From an optimization exercise on the open Yosys and OpenROAD flow, aimed at small area, a short achievable clock period and few clock cycles per item; shortcuts taken in it are not production practice.
At most, simulation tests tie the RTL to the original design; equivalence was not proved.
Only the layout flow was run in runs 3 and 4; the RTL was not checked for function there.
No activity file was given, so power comes from the tool's default toggle rates.

## standard.sh

```bash
#!/bin/bash
# synth_recipe.tcl (not shown) runs the flow's synth.tcl, then flattens the netlist and writes it again
# the make line also repeats each setting of config.mk as NAME=value (left out here)
make -C /OpenROAD-flow-scripts/flow DESIGN_CONFIG=/design/flow/config.mk WORK_HOME=/design/flow/orfs CLKGATE_MAP_FILE= SYNTH_SCRIPT=/design/flow/synth_recipe.tcl "${@:-finish}"
```

## flow/env.sh

```bash
export REMOVE_ABC_BUFFERS=1
```

## constraint.sdc

```tcl
create_clock -name core_clock -period 5.5 [get_ports {i_clk}]
set_input_delay 1.1000 -clock core_clock [delete_from_list [all_inputs] [get_ports {i_clk}]]
set_output_delay 1.1000 -clock core_clock [all_outputs]
set_load 0.01 [all_outputs]
```

## flow/run.sh

```bash
#!/bin/bash
# Layout flow: the standard ORFS flow (standard.sh) with these changes:
#  - the ports get plain sky130_fd_sc_hd__buf_1 buffers instead of delay cells;
#  - if flow/abc.script exists, synthesis maps the logic with that ABC script in place
#    of ORFS's speed script (everything else in the synthesis is the standard flow's own script);
#  - settings in flow/env.sh (if any) are exported before the flow runs.
# Each tool's full output goes to the ORFS logs under orfs/logs; make's own output
# goes to flow_make.log here.
set -euo pipefail
W=$(pwd)
export BUFFER_PORTS_ARGS="-buffer_cell sky130_fd_sc_hd__buf_1"
if [[ -f flow/env.sh ]]; then source flow/env.sh; fi
SYN=$W/synth_recipe.tcl
if [[ -f flow/abc.script ]]; then
  cat > $W/flow_synth.tcl <<EOT
proc abc {args} {
  set i [lsearch -exact \$args -script]
  if {\$i >= 0} { lset args [expr {\$i + 1}] $W/flow/abc.script }
  yosys abc {*}\$args
}
source $W/synth_recipe.tcl
EOT
  SYN=$W/flow_synth.tcl
fi
sed "s#SYNTH_SCRIPT=$W/synth_recipe.tcl#SYNTH_SCRIPT=$SYN#" standard.sh > flow_standard.sh
bash flow_standard.sh > flow_make.log 2>&1
```

## config.mk

```make
export PLATFORM = sky130hd
export DESIGN_NAME = gf_addsub_lanes
export DESIGN_NICKNAME = gf_addsub_lanes
export VERILOG_FILES = /design/flow/design.v
export SDC_FILE = /design/flow/constraint.sdc
export NUM_CORES = 4
export LEC_CHECK = 0
export CAP_MARGIN = 20
export CORE_MARGIN = 2
export CORE_UTILIZATION = 40
export CTS_BUF_LIST = sky130_fd_sc_hd__clkbuf_8
export GPL_TIMING_DRIVEN = 0
export SETUP_SLACK_MARGIN = 1.1
export SLEW_MARGIN = 20
export TNS_END_PERCENT = 20
```

## design.v

```verilog
module gf_addsub_lanes #(
    parameter int               WIDTH   = 32,
    parameter logic [WIDTH-1:0] MODULUS = 32'hec940e71,
    parameter int               LANES   = 4
) (
    input  logic                     i_clk,
    input  logic                     i_rst,
    input  logic                     i_valid,
    output logic                     o_ready,
    input  logic [1:0]               i_op,
    input  logic [LANES*WIDTH-1:0]   i_a,
    input  logic [LANES*WIDTH-1:0]   i_b,
    output logic                     o_valid,
    input  logic                     i_ready,
    output logic [LANES*WIDTH-1:0]   o_out,
    output logic [LANES-1:0]         o_err
);
    localparam int PREFIX_A = 0;
    localparam int PREFIX_B = 2;
    localparam int LOGW   = 5;   
    function automatic logic [WIDTH:0] carries(input logic [WIDTH-1:0] g,
                                               input logic [WIDTH-1:0] p,
                                               input logic             cin,
                                               input int               style);
        logic [WIDTH-1:0] gg, pp, gn, pn;
        gg    = g;
        pp    = p;
        gg[0] = g[0] | (p[0] & cin);
        if (style == 0) begin
            for (int l = 0; l < LOGW; l++) begin
                gn = gg;
                pn = pp;
                for (int i = 0; i < WIDTH; i++) begin
                    if ((i >> l) & 1) begin
                        gn[i] = gg[i] | (pp[i] & gg[((i >> l) << l) - 1]);
                        pn[i] = pp[i] & pp[((i >> l) << l) - 1];
                    end
                end
                gg = gn;
                pp = pn;
            end
        end else if (style == 1) begin
            for (int l = 0; l < LOGW; l++) begin
                for (int i = 0; i < WIDTH; i++) begin
                    if (((i + 1) % (2 << l)) == 0) begin
                        gg[i] = gg[i] | (pp[i] & gg[i - (1 << l)]);
                        pp[i] = pp[i] & pp[i - (1 << l)];
                    end
                end
            end
            for (int l = LOGW - 2; l >= 0; l--) begin
                for (int i = 0; i < WIDTH; i++) begin
                    if (((i + 1) % (2 << l)) == (1 << l) && i >= (2 << l)) begin
                        gg[i] = gg[i] | (pp[i] & gg[i - (1 << l)]);
                        pp[i] = pp[i] & pp[i - (1 << l)];
                    end
                end
            end
        end else begin
            for (int l = 0; l < LOGW; l++) begin
                gn = gg;
                pn = pp;
                for (int i = 0; i < WIDTH; i++) begin
                    if (i >= (1 << l)) begin
                        gn[i] = gg[i] | (pp[i] & gg[i - (1 << l)]);
                        pn[i] = pp[i] & pp[i - (1 << l)];
                    end
                end
                gg = gn;
                pp = pn;
            end
        end
        carries = {gg, cin};
    endfunction
    logic sub_c;
    assign sub_c = i_op[0] ^ i_op[1];
    logic [LANES-1:0][WIDTH-1:0] v_c;
    logic [LANES-1:0]            co_c;
    logic [LANES-1:0]            err_c;
    for (genvar k = 0; k < LANES; k++) begin : g_front
        logic [WIDTH-1:0] a, b, xx, yy;
        logic [WIDTH:0]   c1;
        assign a = i_a[k*WIDTH +: WIDTH];
        assign b = i_b[k*WIDTH +: WIDTH];
        assign err_c[k] = (a >= MODULUS) | ((b >= MODULUS) & ~i_op[1]);
        assign xx = a ^ {WIDTH{~(i_op[0] & ~i_op[1])}};
        assign yy = ~(b | {WIDTH{i_op[1]}});
        assign c1      = carries(xx & yy, xx ^ yy, ~(i_op[0] & i_op[1]), PREFIX_A);
        assign v_c[k]  = xx ^ yy ^ c1[WIDTH-1:0];
        assign co_c[k] = c1[WIDTH] ^ ~(i_op[0] | i_op[1]);
    end
    logic [LANES-1:0][WIDTH-1:0] v_q;
    logic [LANES-1:0]            co_q;
    logic                        sub_q;
    assign o_ready = ~o_valid | i_ready;
    always_ff @(posedge i_clk) begin
        if (i_rst) begin
            o_valid <= 1'b0;
        end else if (o_ready) begin
            o_valid <= i_valid;
        end
    end
    always_ff @(posedge i_clk) begin
        if (o_ready) begin
            v_q   <= v_c;
            co_q  <= co_c;
            sub_q <= sub_c;
            o_err <= err_c;
        end
    end
    for (genvar k = 0; k < LANES; k++) begin : g_back
        logic [WIDTH-1:0] v, d;
        logic [WIDTH:0]   cw;
        logic             pick;
        assign v    = v_q[k];
        assign cw   = carries(v & MODULUS, v | MODULUS, 1'b0, PREFIX_B);
        assign d    = MODULUS ^ cw[WIDTH-1:0];
        assign pick = sub_q ? ~co_q[k] : (co_q[k] | ~cw[WIDTH]);
        assign o_out[k*WIDTH +: WIDTH] = v ^ {WIDTH{~sub_q}} ^ (d & {WIDTH{pick}});
    end
endmodule
```

==> impl_metrics.ini, run 1 <==
[cts]
htree_levels = 4
cts_tree = yes
cts_buffer_depth = 2
numCtsBuffers = 17
root_buffer = clkbuf_8
clock_sinks = 138
path_clk_slew_ns = 0.09
clk_latency_ns = 0.47

[cells_and_area]
mostFrequentLayoutCells = 387 x buf_1, 333 x xnor2_1, 257 x nor2_1
final_util_pct = 49.6
nets = 2526
layout.cells.non_filler = 2651
syn2layout_area_growth_pct = 22.5
layout_commonest_cell = buf_1
final_area_mm2 = 0.0187
fill_cells = 3654
drive_gt1_share_pct = 7.05

[timing]
slew-limit-headroom_pct = 49.2
min_period_ns = 4.40
finalSetupViolations = 0
clock_skew_ns = 0.0132
setup_ws_ns = 1.10
finalSetupTns_ns = 0
tightestPinTransition_ns = 0.762
finalHoldViolations = 0
finalCritPeriodShare_pct = 80.0
fmax_mhz = 227
maxSlewViolCount = 0
whs_ns = 0.769
rsz0062_at_grt = true

[critical_path]
worst-path-buf-inv = 7
worstSetupEndpointType = flop
critPathSlowestCell = fa_1
criticalPathCategory = in2reg
crit_chain = buf_12 -> buf_12 -> clkinvlp_4 -> ha_4 -> buf_16 -> xor2_2 -> fa_1 -> inv_1 -> fa_1 -> a211o_1 -> a21oi_2 -> o311a_4 -> buf_4 -> nor2_1 -> nor2_1 -> inv_1 -> a21oi_1 -> nor2b_1 -> o21a_1 -> nor2_1 -> xnor2_1
cp_max_fo = 21
critical_path.top_delay_family = compound AO/OA/AOI/OAI gates
worst_path_largest_cell_delay_ns = 0.42
arrival_ns = 4.63
cp_data_required_time_ns = 5.73
cp-start-kind = input pin
crit_top_cell = nor2_1

[drt]
vias = 13818
wire_per_inst_um = 17.2
dr.pass1.iters = 5
ant_nets = 0
drt_iter0_markers = 545
drc_errors = 0
vias_per_cell = 5.21
finalWirelength_um = 45700

[grt]
grt-ovfl-total = 0
antenna_found_initial = 12
grt_pass1_wl_um = 69700
grt_pass1_vias = 13747
grt_start_max_net_pins = 54
grt.total_usage_pct = 22.7

[synth]
syn-mean-instance-area_um2 = 8.95
netlist_instances = 1702
netlist_area_mm2 = 0.0152
synthDistinctLibCells = 65
ys_ff_latch = 138
synth_ff_type = edfxtp_1
ys_warn_count = 1
synthArstFlopShare_pct = 0
synth-edff-count = 137
yosysSeqAreaShare_pct = 27.1

[placed_design]
placed_area_mm2 = 0.0175
dp.cells = 2578
numPortBuffers = 395
pre_cts_ws_ns = -0.731
dp_hpwl_um = 36500
gp_congestion = 0.928

[floorplanning]
fp.dieArea_mm2 = 0.0397
initial_core_util_pct = 40.5
die_h_um = 199
coreArea_mm2 = 0.0376
pin_count = 396
rows = 71
die_w_um = 199

[pwr]
seqPwrFrac_pct = 29.0
power.share.clock_pct = 14.8
p_leak_nw = 7.19
total_power_mw = 6.20
internal_power_mw = 3.51
pwr-share-comb_pct = 56.3
ir_worst_vdd_mv = 0.138
power.net_switching_mw = 2.69
power_density_mw_per_mm2 = 332
p_sw_share_pct = 43.4

[run_status]
status = timing/DRC/antenna clean

[run]
maxCapViolCount = 0

[hold_path]
hold_class = in2reg
## area by class of cell
cell class                      count  area, um2  area share (%)
Antenna cell                       11       27.5           0.148
Tap cell                          511        639            3.43
Sequential cell                   138       4130            22.2
Timing Repair Buffer              443       2240            12.0
Inverter                           42        161           0.865
Clock buffer                       17        234            1.25
Multi-Input combinational cell   1475      11000            59.1
Clock inverter                     14        181           0.973
## per-layer routing
metal  vias to the layer above  wire length [um]  GRT usage, %
li1                       6838                 -             -
met1                      6466             19500          27.5
met4                         2              2160          11.5
met2                       397             21600          38.7
met3                       115              2400          4.05
met5                         -                13             0
## power by group through the flow
stage,Clock (mW),Sequential [mW],Combinational (mW)
global route,0.987,1.84,3.85
floorplan,0,1.78,2.26
detailed placement,0,1.82,3.34
CTS,0.942,1.79,3.43
global placement,0,1.86,3.24
finish,0.915,1.80,3.49
## synthesized netlist by cell type, types with 3 or more instances
library cell  count  area share [%]
nand2_1          81             2.0
a31o_2            6            0.35
and4_1            6            0.35
a21o_1           31             1.5
nand2b_1         14            0.58
or3_1             8            0.33
xor2_1          110             6.3
o21bai_1          5            0.25
and2_1            9            0.37
and3_1           14            0.58
a211o_1          11            0.63
o31ai_1           7            0.35
inv_1            42             1.0
a211oi_1          9            0.44
nor3_1           31             1.0
a31oi_1          10            0.41
a221o_1           3            0.20
fa_1             24             3.2
nor2_1          258             6.4
o211ai_1          3            0.15
mux2i_1          25             1.6
clkbuf_1         37            0.91
nand3_1          58             1.9
nand4_1          20            0.82
and4b_1           5            0.33
a41oi_1           6            0.35
o21a_1           18            0.89
a21boi_0          8            0.39
xnor2_1         337              19
buf_1             7            0.17
nor4_1           18            0.74
nor2b_1          21            0.86
a2111o_1          6            0.44
ha_1            123              10
edfxtp_1        137              27
o21ai_0          62             2.0
a21oi_1          81             2.7
or2_2             9            0.37
## registers in the layout (all words and copies together), names as in the netlist
name and flops:
o_err 4, v_q 128, co_q 4, o_valid 1, sub_q 1
## path summary, 6_finish.rpt
check | from | end | slack, ns | cells after the start
max reg2reg | o_valid | v_q[0] | 3.65 | 3
max | i_op[1] | v_q[83] | 1.10 | 21
min | i_rst | o_valid | 0.77 | 2
min reg2reg | o_valid | o_valid | 1.06 | 2
## worst reg2reg max path: stages, from the launching register on
cell and delay, ns:
dfxtp_1 0.34, nand2b_4 0.54, buf_16 0.34, buf_12 0.30
## logic make-up (layout without fill, tap and decap cells)
logic type,after synthesis,in the layout,share of synthesized area [%]
other,0,11,0
muxes,25,25,1.64
AOI/OAI and AO/OA,296,297,13.0
xor gates and xnor gates,447,447,25.7
DFF,138,138,27.1
and+or+nand+nor,559,559,16.9
buffers and inverters,90,516,2.33
adders and majority gates,147,147,13.3
## timing repair
action	4_1_cts	5_1_grt
endpoints found under the setup margin	183	131
pin swaps	9	5
resized for setup	35	43
hold buffers	0	0
hold endpoints to repair	0	0
cloned	6	1
setup buffers	14	10
Testbench counts, summed over its fixed seeds: cycles 12,008, items 12,000.
==> run 2: changes to the inputs <==
==> flow/abc.script (new file) <==
&get -n
&st
&dch
&nf
&put
buffer -c
topo
stime -c
upsize -c
dnsize -c
--- a/config.mk
+++ b/config.mk
@@ -9,7 +9,6 @@
 export CORE_MARGIN = 2
 export CORE_UTILIZATION = 40
 export CTS_BUF_LIST = sky130_fd_sc_hd__clkbuf_8
-export GPL_TIMING_DRIVEN = 0
-export SETUP_SLACK_MARGIN = 1.1
+export GPL_TIMING_DRIVEN = 1
+export SETUP_SLACK_MARGIN = 1.2
 export SLEW_MARGIN = 20
-export TNS_END_PERCENT = 20
==> run 2 against run 1 <==
Compared with the run above: highest routed layer unchanged; register-to-register slack worse by 0.29 ns; combinational power is 8.3% higher; critical path type unchanged; clock power is about 20% lower.
==> impl_metrics.ini, run 2 <==
[drt]
vias_per_cell = 5.32
drt_iter0_markers = 767
wl_met1_um = 20200
finalWirelength_um = 48100
highest_layer = met5
dr.pass1.iters = 7
ant_nets = 0
wire_per_inst_um = 17.9
wl_met2_um = 23500
vias = 14267
wl_met3_um = 3210
drc_errors = 0

[synth]
synthAdderAreaFrac_pct = 12.6
synth_top_family_by_area = XOR/XNOR gates
synthMuxAreaShare_pct = 0
netlist_instances = 1756
synthArstFlopShare_pct = 0
synth-simple-area-share_pct = 17.2
synth_compound_area_share_pct = 15.1
ys_warn_count = 1
synthDistinctLibCells = 76
netlist_area_mm2 = 0.0160
syn-mean-instance-area_um2 = 9.12
synth_ff_type = edfxtp_1
synth_top_area_share_pct = 25.7
synth_area_leader_cell = edfxtp_1
synthTopCellsByCount = 399 x xnor2_1, 205 x nor2_1, 137 x edfxtp_1
synth_area_leaders = edfxtp_1 26%, xnor2_1 22%, ha_1 9.6%
synthXorXnorAreaFrac_pct = 26.9
yosysSeqAreaShare_pct = 25.8
synth-edff-count = 137
yosysMostFrequentCell = xnor2_1
ys_ff_latch = 138

[cts]
clock_sinks = 138
htree_levels = 4
root_buffer = clkbuf_8
clk_latency_ns = 0.45
cts_buffer_depth = 2
cts_tree = yes
path_clk_slew_ns = 0.09
numCtsBuffers = 17

[timing]
tightestPinTransition_ns = 0.824
whs_ns = 0.848
slew-limit-headroom_pct = 45.1
finalHoldViolations = 0
fmax_mhz = 236
finalSetupViolations = 0
rsz0062_at_grt = true
clock_skew_ns = 0.0170
maxSlewViolCount = 0
min_period_ns = 4.24
finalCritPeriodShare_pct = 77.0

[critical_path]
arrival_ns = 4.44
regToRegSetupSlack_ns = 3.36
cp_max_fo = 16
cp_data_required_time_ns = 5.70
worstSetupEndpointType = flop
criticalPathCategory = in2reg
cp-start-kind = input pin

[grt]
grt_pass1_wl_um = 73500
antenna_found_initial = 15
grt.total_usage_pct = 22.5
grt_start_max_net_pins = 91
grt-ovfl-total = 0
grt_pass1_vias = 13864

[floorplanning]
initial_core_util_pct = 40.4
pin_count = 396
die_h_um = 204
coreArea_mm2 = 0.0396
rows = 73
fp.dieArea_mm2 = 0.0417
die_w_um = 204

[placed_design]
numPortBuffers = 395
dp_hpwl_um = 39700
gp_congestion = 0.922

[pwr]
power_density_mw_per_mm2 = 342
total_power_mw = 6.35
ir_worst_vdd_mv = 0.144
p_leak_nw = 6.84

[cells_and_area]
drive_gt1_share_pct = 5.44
mostFrequentLayoutCells = 399 x xnor2_1, 394 x buf_1, 204 x nor2_1
multiInputGateArea_mm2 = 0.0116
largest_reg_flops = 128
layout_commonest_cell = xnor2_1
largest_register = v_q
syn2layout_area_growth_pct = 16.0
ff_latch_area_mm2 = 0.00413
reg_top3 = v_q: 128 flops, co_q: 4 flops, o_err: 4 flops
fill_cells = 3927
nets = 2545

[run]
maxCapViolCount = 0

[run_status]
status = timing/DRC/antenna clean

[hold_path]
hold_class = in2reg
[run 2: final timing paths]
check	from	to	cells past startpoint
setup / recovery	i_op[1]	v_q[113]	14
hold / removal	i_valid	o_valid	3
setup reg to reg	o_valid	v_q[62]	3
hold reg to reg	o_valid	o_valid	2
[run 2: kinds of logic after synthesis]
logic type                 count (synthesis)
AOI/OAI and AO/OA                        334
xor gates and xnor gates                 492
adders and majority gates                147
buffers and inverters                     93
DFF                                      138
and+or+nand+nor                          552
[run 2: final cells by class]
type	count	area share [%]
multi-input combinational	1525	62.3
sequential	138	22.3
timing repair buffer	417	9.31
tap	525	3.54
clock buffer	17	1.26
inverter	37	0.748
clock inverter	15	0.471
antenna	7	0.0943
[run 2: critical path, cell delays in order]
cell and delay [ns]:
clkbuf_4 0.21, inv_1 0.13, ha_4 0.25, buf_4 0.15
xnor2_1 0.14, fa_1 0.46, fa_1 0.43, nand3_1 0.09
nand2_1 0.09, a31o_2 0.30, a31oi_4 0.27, o31ai_4 0.23
fa_1 0.44, xor2_1 0.15
[run 2: layer usage]
metal / global-route usage (%) / up-vias
met4: 5.56 / 20
met2: 40.1 / 403
met1: 27.2 / 6687
li1: - / 7087
met3: 5.20 / 70
met5: 0 / -
[run 2: timing repair]
item                                    CTS  global route
gates resized for setup                   3             8
cloned                                    0             1
buffers inserted                          0            10
hold endpoints to repair                  0             0
endpoints found under the setup margin   10            28
hold buffers                              0             0
pin swaps                                 0             2
[run 2: metrics by stage]
step	cell area [um2]	setup TNS (ns)	std cells	utilization [%]	setup slack, ns
after floorplan	15800	-407.60	1700	-	-2.93
after global placement	18100	0	2630	45.5	0.846
after detailed placement	18100	0	2630	45.5	0.733
after CTS	18400	0	2662	46.4	1.18
after global routing	18600	0	2674	46.8	1.17
final	18600	0	2681	46.9	1.26
[run 2: where the power goes]
part / internal (mW) / total, mW / switching (mW)
Combinational: 1.55 / 3.78 / 2.23
Sequential: 1.54 / 1.83 / 0.299
Clock: 0.301 / 0.731 / 0.430
Total: 3.39 / 6.35 / 2.96
==> run 3: changes to the inputs <==
--- a/design.v
+++ b/design.v
@@ -16,7 +16,7 @@
     output logic [LANES-1:0]         o_err
 );
     localparam int PREFIX_A = 0;
-    localparam int PREFIX_B = 2;
+    localparam int PREFIX_B = 1;
     localparam int LOGW   = 5;   
     function automatic logic [WIDTH:0] carries(input logic [WIDTH-1:0] g,
                                                input logic [WIDTH-1:0] p,
@@ -72,25 +72,27 @@
         end
         carries = {gg, cin};
     endfunction
-    logic sub_c;
+    logic sub_c, neg_c;
     assign sub_c = i_op[0] ^ i_op[1];
-    logic [LANES-1:0][WIDTH-1:0] v_c;
-    logic [LANES-1:0]            co_c;
+    assign neg_c = i_op[1] & ~i_op[0];
+    logic [LANES-1:0][WIDTH-1:0] r1_c;
+    logic [LANES-1:0]            pick_c;
     logic [LANES-1:0]            err_c;
     for (genvar k = 0; k < LANES; k++) begin : g_front
-        logic [WIDTH-1:0] a, b, xx, yy;
+        logic [WIDTH-1:0] a, b, x, y, yi;
         logic [WIDTH:0]   c1;
         assign a = i_a[k*WIDTH +: WIDTH];
         assign b = i_b[k*WIDTH +: WIDTH];
         assign err_c[k] = (a >= MODULUS) | ((b >= MODULUS) & ~i_op[1]);
-        assign xx = a ^ {WIDTH{~(i_op[0] & ~i_op[1])}};
-        assign yy = ~(b | {WIDTH{i_op[1]}});
-        assign c1      = carries(xx & yy, xx ^ yy, ~(i_op[0] & i_op[1]), PREFIX_A);
-        assign v_c[k]  = xx ^ yy ^ c1[WIDTH-1:0];
-        assign co_c[k] = c1[WIDTH] ^ ~(i_op[0] | i_op[1]);
+        assign x  = a & {WIDTH{~neg_c}};
+        assign y  = (a & {WIDTH{neg_c}}) | (b & {WIDTH{~i_op[1]}});
+        assign yi = y ^ {WIDTH{sub_c}};
+        assign c1      = carries(x & yi, x ^ yi, sub_c, PREFIX_A);
+        assign r1_c[k] = x ^ yi ^ c1[WIDTH-1:0];
+        assign pick_c[k] = sub_c ? ~c1[WIDTH] : (c1[WIDTH] | (r1_c[k] >= MODULUS));
     end
-    logic [LANES-1:0][WIDTH-1:0] v_q;
-    logic [LANES-1:0]            co_q;
+    logic [LANES-1:0][WIDTH-1:0] r1_q;
+    logic [LANES-1:0]            pick_q;
     logic                        sub_q;
     assign o_ready = ~o_valid | i_ready;
     always_ff @(posedge i_clk) begin
@@ -102,20 +104,24 @@
     end
     always_ff @(posedge i_clk) begin
         if (o_ready) begin
-            v_q   <= v_c;
-            co_q  <= co_c;
+            r1_q  <= r1_c;
+            pick_q <= pick_c;
             sub_q <= sub_c;
             o_err <= err_c;
         end
     end
     for (genvar k = 0; k < LANES; k++) begin : g_back
-        logic [WIDTH-1:0] v, d;
-        logic [WIDTH:0]   cw;
-        logic             pick;
-        assign v    = v_q[k];
-        assign cw   = carries(v & MODULUS, v | MODULUS, 1'b0, PREFIX_B);
-        assign d    = MODULUS ^ cw[WIDTH-1:0];
-        assign pick = sub_q ? ~co_q[k] : (co_q[k] | ~cw[WIDTH]);
-        assign o_out[k*WIDTH +: WIDTH] = v ^ {WIDTH{~sub_q}} ^ (d & {WIDTH{pick}});
+        logic [WIDTH-1:0] r1, kk;
+        logic [WIDTH:0]   c2;
+        logic             padd, psub;
+        assign r1   = r1_q[k];
+        assign padd = pick_q[k] & ~sub_q;
+        assign psub = pick_q[k] & sub_q;
+        always_comb begin
+            for (int i = 0; i < WIDTH; i++) kk[i] = MODULUS[i] ? psub : padd;
+            kk[0] = pick_q[k];
+        end
+        assign c2 = carries(r1 & kk, r1 ^ kk, 1'b0, PREFIX_B);
+        assign o_out[k*WIDTH +: WIDTH] = r1 ^ kk ^ c2[WIDTH-1:0];
     end
 endmodule
--- a/config.mk
+++ b/config.mk
@@ -8,7 +8,6 @@
 export CAP_MARGIN = 20
 export CORE_MARGIN = 2
 export CORE_UTILIZATION = 40
-export CTS_BUF_LIST = sky130_fd_sc_hd__clkbuf_8
-export GPL_TIMING_DRIVEN = 1
-export SETUP_SLACK_MARGIN = 1.2
+export GPL_TIMING_DRIVEN = 0
+export SETUP_SLACK_MARGIN = 0.2
 export SLEW_MARGIN = 20
removed: flow/abc.script
removed: flow/env.sh
==> run 3 against run 2 <==
Compared with the run above: global-route usage is 5.5 points higher; largest power group unchanged; clock skew is 0.0063 ns lower; critical path type is now reg2out; non-clock buffer count is 119 higher; highest routed layer is now met4; the layout now fails its checks (setup timing); worst hold slack worse by 0.033 ns; die area is 15% higher.
==> impl_metrics.ini, run 3 <==
[floorplanning]
die_h_um = 219
initial_core_util_pct = 40.7
rows = 78
fp.dieArea_mm2 = 0.0481
die_w_um = 219
pin_count = 396
coreArea_mm2 = 0.0456

[synth]
synth_area_leader_cell = edfxtp_1
synth_ff_type = edfxtp_1
ys_ff_latch = 138
yosysSeqAreaShare_pct = 22.3
synthArstFlopShare_pct = 0
syn-mean-instance-area_um2 = 9.48
synthDistinctLibCells = 75
yosysMostFrequentCell = ha_1
synth_area_leaders = edfxtp_1 22%, ha_1 16%, xnor2_1 9.1%
synth-edff-count = 137
netlist_area_mm2 = 0.0185
synthTopCellsByCount = 237 x ha_1, 193 x xnor2_1, 140 x nor2b_1
synth_top_area_share_pct = 22.2
netlist_instances = 1956
ys_warn_count = 1

[critical_path]
regToRegSetupSlack_ns = 3.87
cp-start-kind = flop
cp_max_fo = 7
criticalPathCategory = reg2out
worstSetupEndpointType = primary output
arrival_ns = 4.60
cp_data_required_time_ns = 4.40

[cells_and_area]
drive_gt1_share_pct = 14.6
final_util_pct = 51.6
syn2layout_area_growth_pct = 26.9
layout_commonest_cell = buf_1
mostFrequentLayoutCells = 374 x buf_1, 206 x ha_1, 181 x xnor2_1
final_area_mm2 = 0.0235
nets = 3037
largest_reg_flops = 128
reg_top3 = r1_q: 128 flops, o_err: 4 flops, pick_q: 4 flops
largest_register = r1_q

[grt]
grt_pass1_vias = 17566
grt.total_usage_pct = 28.0
grt_pass1_wl_um = 101000
antenna_found_initial = 2
grt-ovfl-total = 0
grt_start_max_net_pins = 49

[drt]
drc_errors = 0
wire_per_inst_um = 22.2
ant_nets = 0
drt_iter0_markers = 1154
vias = 17488
vias_per_cell = 5.70
finalWirelength_um = 68100
dr.pass1.iters = 5

[cts]
path_clk_slew_ns = 0.06
numCtsBuffers = 17
clk_latency_ns = 0.45
cts_tree = yes
htree_levels = 4
clock_sinks = 138
cts_buffer_depth = 2
root_buffer = clkbuf_16

[timing]
setup_ws_ns = -0.204
fmax_mhz = 175
min_period_ns = 5.70
maxSlewViolCount = 0
finalSetupViolations = 2
finalHoldViolations = 0
finalCritPeriodShare_pct = 104
whs_ns = 0.815
rsz0062_at_grt = true
slew-limit-headroom_pct = 44.9
tightestPinTransition_ns = 0.827
clock_skew_ns = 0.0107

[pwr]
power_density_mw_per_mm2 = 474
ir_worst_vdd_mv = 0.448
p_leak_nw = 9.97

[hold_path]
hold_class = in2reg

[placed_design]
placed_area_mm2 = 0.0209
gp_congestion = 0.942
dp_hpwl_um = 52800
numPortBuffers = 395

[run_status]
check-failures = setup timing
status = complete, but fails checks

[run]
maxCapViolCount = 0
-- run 3: changes by cell type in the layout (fill, tap and decap cells not counted), moves of 29 or more --
cell / before / now
xnor2_1: 399 / 181
nor2b_1: 10 / 138
nor2_1: 204 / 93
a22oi_1: 0 / 107
ha_1: 122 / 206
a21o_1: 43 / 93
fa_1: 24 / 70
buf_4: 16 / 58
nand2_1: 103 / 64
ha_4: 1 / 30
-- run 3: per-stage QoR --
| stage | power [mW] | TNS [ns] | cells | setup WS (ns) |
|---|---|---|---|---|
| finish | 11.2 | -0.216 | 3069 | -0.204 |
| global route | 12.1 | -0.931 | 3069 | -0.365 |
| global placement | 8.72 | -119.68 | 2951 | -2.70 |
| detailed placement | 8.82 | -104.58 | 2954 | -2.61 |
| floorplan | 6.80 | -0.0245 | 1956 | -0.0245 |
| CTS | 10.9 | -0.280 | 3053 | -0.141 |
-- run 3: layout make-up --
| class | count | area [um2] |
|---|---|---|
| antenna | 2 | 5.00 |
| buffer | 64 | 543 |
| clock buffer | 26 | 499 |
| clock inverter | 6 | 62.6 |
| fill | 4282 | 22000 |
| inverter | 72 | 288 |
| multi-input combinational | 1685 | 14900 |
| sequential | 138 | 4130 |
| tap | 600 | 751 |
| timing repair buffer | 472 | 2360 |
| timing repair inverter | 4 | 30.0 |
-- run 3: cells by family after synthesis --
| group | synth area share (%) |
|---|---|
| AOI/OAI and AO/OA | 20.2 |
| xor gates and xnor gates | 14.3 |
| adders and majority gates | 25.1 |
| buffers and inverters | 2.79 |
| DFF | 22.3 |
| muxes | 0.492 |
| and+or+nand+nor | 14.9 |
-- run 3: path summary, 6_finish.rpt --
path	from	to	depth (start not counted)
setup / recovery	sub_q	o_out[127]	18
hold / removal	i_rst	o_valid	2
setup reg to reg	o_valid	r1_q[53]	3
hold reg to reg	o_valid	o_valid	2
-- run 3: report_power, final --
part / total [mW] / internal (mW) / leakage, nW / switching, mW
combinational: 7.91 / 3.47 / 8.27 / 4.43
sequential: 2.12 / 1.75 / 1.43 / 0.370
clock: 1.14 / 0.668 / 0.267 / 0.470
-- run 3: critical path, cell delays in order (launching register included) --
cell and delay [ns]:
edfxtp_1 0.43, buf_4 0.17, bufbuf_16 0.27, and2_4 0.19
ha_1 0.30, and4_4 0.18, a21oi_1 0.12, o21ai_0 0.09
a21o_1 0.20, a311oi_2 0.36, o21ai_2 0.13, a41oi_2 0.29
o2111ai_2 0.18, a21o_1 0.19, a21o_1 0.17, fa_2 0.35
xnor2_2 0.15, xnor2_2 0.20, buf_2 0.17
-- run 3: layer usage --
layer | GRT usage (%) | wire length, um
met5 | 0 | 0
met4 | 9.28 | 2110
met3 | 3.55 | 3190
met2 | 48.6 | 33300
met1 | 35.8 | 29500
-- run 3: timing repair --
action                     4_1_cts  5_1_grt
cloned                          11        0
pin swaps                       79       49
buffers inserted                57       14
setup endpoints to repair      186       27
resized for setup              254      121
hold buffers                     0        0
==> run 4: changes to the inputs <==
--- a/design.v
+++ b/design.v
@@ -76,7 +76,7 @@
     assign sub_c = i_op[0] ^ i_op[1];
     assign neg_c = i_op[1] & ~i_op[0];
     logic [LANES-1:0][WIDTH-1:0] r1_c;
-    logic [LANES-1:0]            pick_c;
+    logic [LANES-1:0]            padd_c, psub_c;
     logic [LANES-1:0]            err_c;
     for (genvar k = 0; k < LANES; k++) begin : g_front
         logic [WIDTH-1:0] a, b, x, y, yi;
@@ -89,11 +89,11 @@
         assign yi = y ^ {WIDTH{sub_c}};
         assign c1      = carries(x & yi, x ^ yi, sub_c, PREFIX_A);
         assign r1_c[k] = x ^ yi ^ c1[WIDTH-1:0];
-        assign pick_c[k] = sub_c ? ~c1[WIDTH] : (c1[WIDTH] | (r1_c[k] >= MODULUS));
+        assign psub_c[k] = sub_c & ~c1[WIDTH];
+        assign padd_c[k] = ~sub_c & (c1[WIDTH] | (r1_c[k] >= MODULUS));
     end
     logic [LANES-1:0][WIDTH-1:0] r1_q;
-    logic [LANES-1:0]            pick_q;
-    logic                        sub_q;
+    logic [LANES-1:0]            padd_q, psub_q;
     assign o_ready = ~o_valid | i_ready;
     always_ff @(posedge i_clk) begin
         if (i_rst) begin
@@ -105,21 +105,18 @@
     always_ff @(posedge i_clk) begin
         if (o_ready) begin
             r1_q  <= r1_c;
-            pick_q <= pick_c;
-            sub_q <= sub_c;
+            padd_q <= padd_c;
+            psub_q <= psub_c;
             o_err <= err_c;
         end
     end
     for (genvar k = 0; k < LANES; k++) begin : g_back
         logic [WIDTH-1:0] r1, kk;
         logic [WIDTH:0]   c2;
-        logic             padd, psub;
-        assign r1   = r1_q[k];
-        assign padd = pick_q[k] & ~sub_q;
-        assign psub = pick_q[k] & sub_q;
+        assign r1 = r1_q[k];
         always_comb begin
-            for (int i = 0; i < WIDTH; i++) kk[i] = MODULUS[i] ? psub : padd;
-            kk[0] = pick_q[k];
+            for (int i = 0; i < WIDTH; i++) kk[i] = MODULUS[i] ? psub_q[k] : padd_q[k];
+            kk[0] = padd_q[k] | psub_q[k];
         end
         assign c2 = carries(r1 & kk, r1 ^ kk, 1'b0, PREFIX_B);
         assign o_out[k*WIDTH +: WIDTH] = r1 ^ kk ^ c2[WIDTH-1:0];
==> run 4 against run 3 <==
Compared with the run above: now clean on timing, DRC and antenna; final area grew 0.35%; critical endpoint is now o_out[30]; die area grew 3.7%; first-iteration DRC count grew 32%; sequential power shrank 2%; area after synthesis grew 3.7%; clock skew grew 0.0012 ns; clock power grew 9%.
==> impl_metrics.ini, run 4 <==
[run_status]
status = timing/DRC/antenna clean

[pwr]
power.net_switching_mw = 5.32
p_sw_share_pct = 48.1
seqPwrFrac_pct = 18.7
total_power_mw = 11.1
p_leak_nw = 9.94
power_density_mw_per_mm2 = 468
pwr-share-comb_pct = 70.1
internal_power_mw = 5.75
ir_worst_vdd_mv = 0.321
power.share.clock_pct = 11.2

[synth]
synth_area_leader_cell = edfxtp_1
yosysMostFrequentCell = ha_1
ys_warn_count = 1
netlist_instances = 2051
yosysSeqAreaShare_pct = 22.0
synthArstFlopShare_pct = 0
netlist_area_mm2 = 0.0192
synthTopCellsByCount = 237 x ha_1, 180 x xnor2_1, 148 x nor2b_1
syn-mean-instance-area_um2 = 9.38
synth_top_area_share_pct = 21.9
synth_area_leaders = edfxtp_1 22%, ha_1 15%, fa_1 8.7%
synth_ff_type = edfxtp_1
ys_ff_latch = 141
synthDistinctLibCells = 85
synth-edff-count = 140

[timing]
min_period_ns = 5.30
finalSetupViolations = 0
finalCritPeriodShare_pct = 96.3
finalSetupTns_ns = 0
whs_ns = 0.776
fmax_mhz = 189
maxSlewViolCount = 0
rsz0062_at_grt = true
clock_skew_ns = 0.0118
tightestPinTransition_ns = 0.881
finalHoldViolations = 0
slew-limit-headroom_pct = 41.3

[grt]
antenna_found_initial = 10
grt-ovfl-total = 0
grt_start_max_net_pins = 56
grt_pass1_vias = 18073
grt.total_usage_pct = 27.9
grt_pass1_wl_um = 105000

[cells_and_area]
ff_latch_area_mm2 = 0.00422
fill_cells = 4591
drive_gt1_share_pct = 11.1
final_area_mm2 = 0.0236
final_util_pct = 49.6
largest_reg_flops = 128
nets = 3100
multiInputGateArea_mm2 = 0.0151
mostFrequentLayoutCells = 381 x buf_1, 232 x ha_1, 171 x xnor2_1
layout_commonest_cell = buf_1
syn2layout_area_growth_pct = 22.8
largest_register = r1_q

[floorplanning]
fp.dieArea_mm2 = 0.0499
coreArea_mm2 = 0.0476
die_h_um = 223
pin_count = 396
initial_core_util_pct = 40.4
die_w_um = 223
rows = 80

[cts]
root_buffer = clkbuf_16
hold_buffers = 0
path_clk_slew_ns = 0.07
htree_levels = 4
cts_tree = yes
cts_buffer_depth = 2
numCtsBuffers = 17
clock_sinks = 141
clk_latency_ns = 0.46

[critical_path]
cp_max_fo = 3
cp-start-kind = flop
arrival_ns = 4.20
cp_data_required_time_ns = 4.40
worstSetupEndpointType = primary output
criticalPathCategory = reg2out

[placed_design]
gp_congestion = 0.940
placed_area_mm2 = 0.0217
dp_hpwl_um = 56600
numPortBuffers = 395

[run]
maxCapViolCount = 0

[drt]
wire_per_inst_um = 22.6
ant_nets = 0
vias_per_cell = 5.88
finalWirelength_um = 71200
dr.pass1.iters = 8
drt_iter0_markers = 1528
vias = 18517
drc_errors = 0

[hold_path]
hold_class = in2reg
[run 4: final cells by class]
type	count	share of cell area, %
Tap cell	615	3.26
Antenna cell	4	0.0424
Buffer	65	2.56
Inverter	80	1.29
Sequential cell	141	17.9
Clock buffer	26	2.07
Clock inverter	6	0.466
Multi-Input combinational cell	1765	63.8
Timing Repair Buffer	447	8.61
[run 4: worst paths after layout]
kind,start,endpoint,slack (ns),depth (start not counted)
hold reg to reg,o_valid,o_valid,1.01,2
setup reg to reg,o_valid,r1_q[94],3.92,2
hold / removal,i_rst,o_valid,0.78,2
setup / recovery,padd_q[0],o_out[30],0.20,17
[run 4: kinds of logic after synthesis]
kind of cell | after synthesis | share of synthesized area, %
muxes | 8 | 0.423
xor gates and xnor gates | 283 | 12.9
adders and majority gates | 321 | 24.2
AOI/OAI and AO/OA | 574 | 21.6
buffers and inverters | 145 | 2.85
DFF | 141 | 22.0
and+or+nand+nor | 579 | 16.1
[run 4: what timing repair did]
action	in CTS	in global routing
setup endpoints to repair	174	35
pin swaps	38	68
setup buffers	26	20
gates resized for setup	171	101
endpoints found under the hold margin	0	0
[run 4: per-layer routing]
layer	global-route usage [%]	vias up	part of all wire [%]
li1	-	8610	-
met1	35.4	9050	42
met2	48.4	721	49
met3	5.24	122	6.6
met4	8.24	14	2.5
met5	0	-	0.13
[run 4: critical path: stages, from the launching register on]
cell and delay (ns):
edfxtp_1 0.47, buf_8 0.15, or2_4 0.11, ha_4 0.12
inv_2 0.03, fa_2 0.34, nor2b_2 0.13, o21ai_2 0.08
a21boi_1 0.17, o21ai_1 0.08, nand2b_1 0.17, a21oi_4 0.10
o31ai_4 0.36, a41oi_4 0.20, a2111oi_4 0.37, o31a_1 0.25
fa_2 0.47, buf_6 0.14
[run 4: through the flow]
step                setup slack (ns)  cells
floorplan                      0.208   2051
global placement               -2.68   3061
detailed placement             -2.77   3067
CTS                            0.174   3125
global route                 0.00535   3148
finish                         0.204   3149
[run 4: power by group through the flow]
stage	clock network (mW)	registers, mW	logic, mW
finish	1.24	2.07	7.75
global route	1.30	2.12	8.55
CTS	1.26	2.07	7.46
detailed placement	0	2.17	6.91
global placement	0	2.22	6.71
floorplan	0	2.07	4.93

==> re-timing with driven ports <==
No port has a modelled driver above. Below, the same layouts with a new extraction and two added sets of constraints. Step 1, drivers: a clkbuf_16 drives i_clk and a buf_2 each remaining input, both assumed. Step 2 times the ports against the registers' clock, not the clock port: input delays grow and output delays shrink by t, the midpoint of the rising clock arrivals with the driver on. a / b / c = ideal / step 1 / step 2; a / b = the first two.
run | t (ns) | slack for setup (ns) | worst hold slack (ns) | pins driven straight from the clock port
run 1 | 0.510 | 1.098 / 1.059 / 0.569 | 0.769 / 0.752 / 1.055 | 1
run 2 | 0.493 | 1.263 / 1.288 / 0.794 | 0.848 / 0.822 / 1.148 | 1
run 3 | 0.505 | -0.204 / -0.259 / -0.417 | 0.815 / 0.784 / 0.959 | 1
run 4 | 0.514 | 0.204 / 0.149 / -0.246 | 0.776 / 0.743 / 1.007 | 1
With both steps, setup timing fails in run 4, where it was met with ideal ports. The setup slack of run 1, which loses most, moves by -0.039 ns with the drivers and by -0.529 ns with both steps.
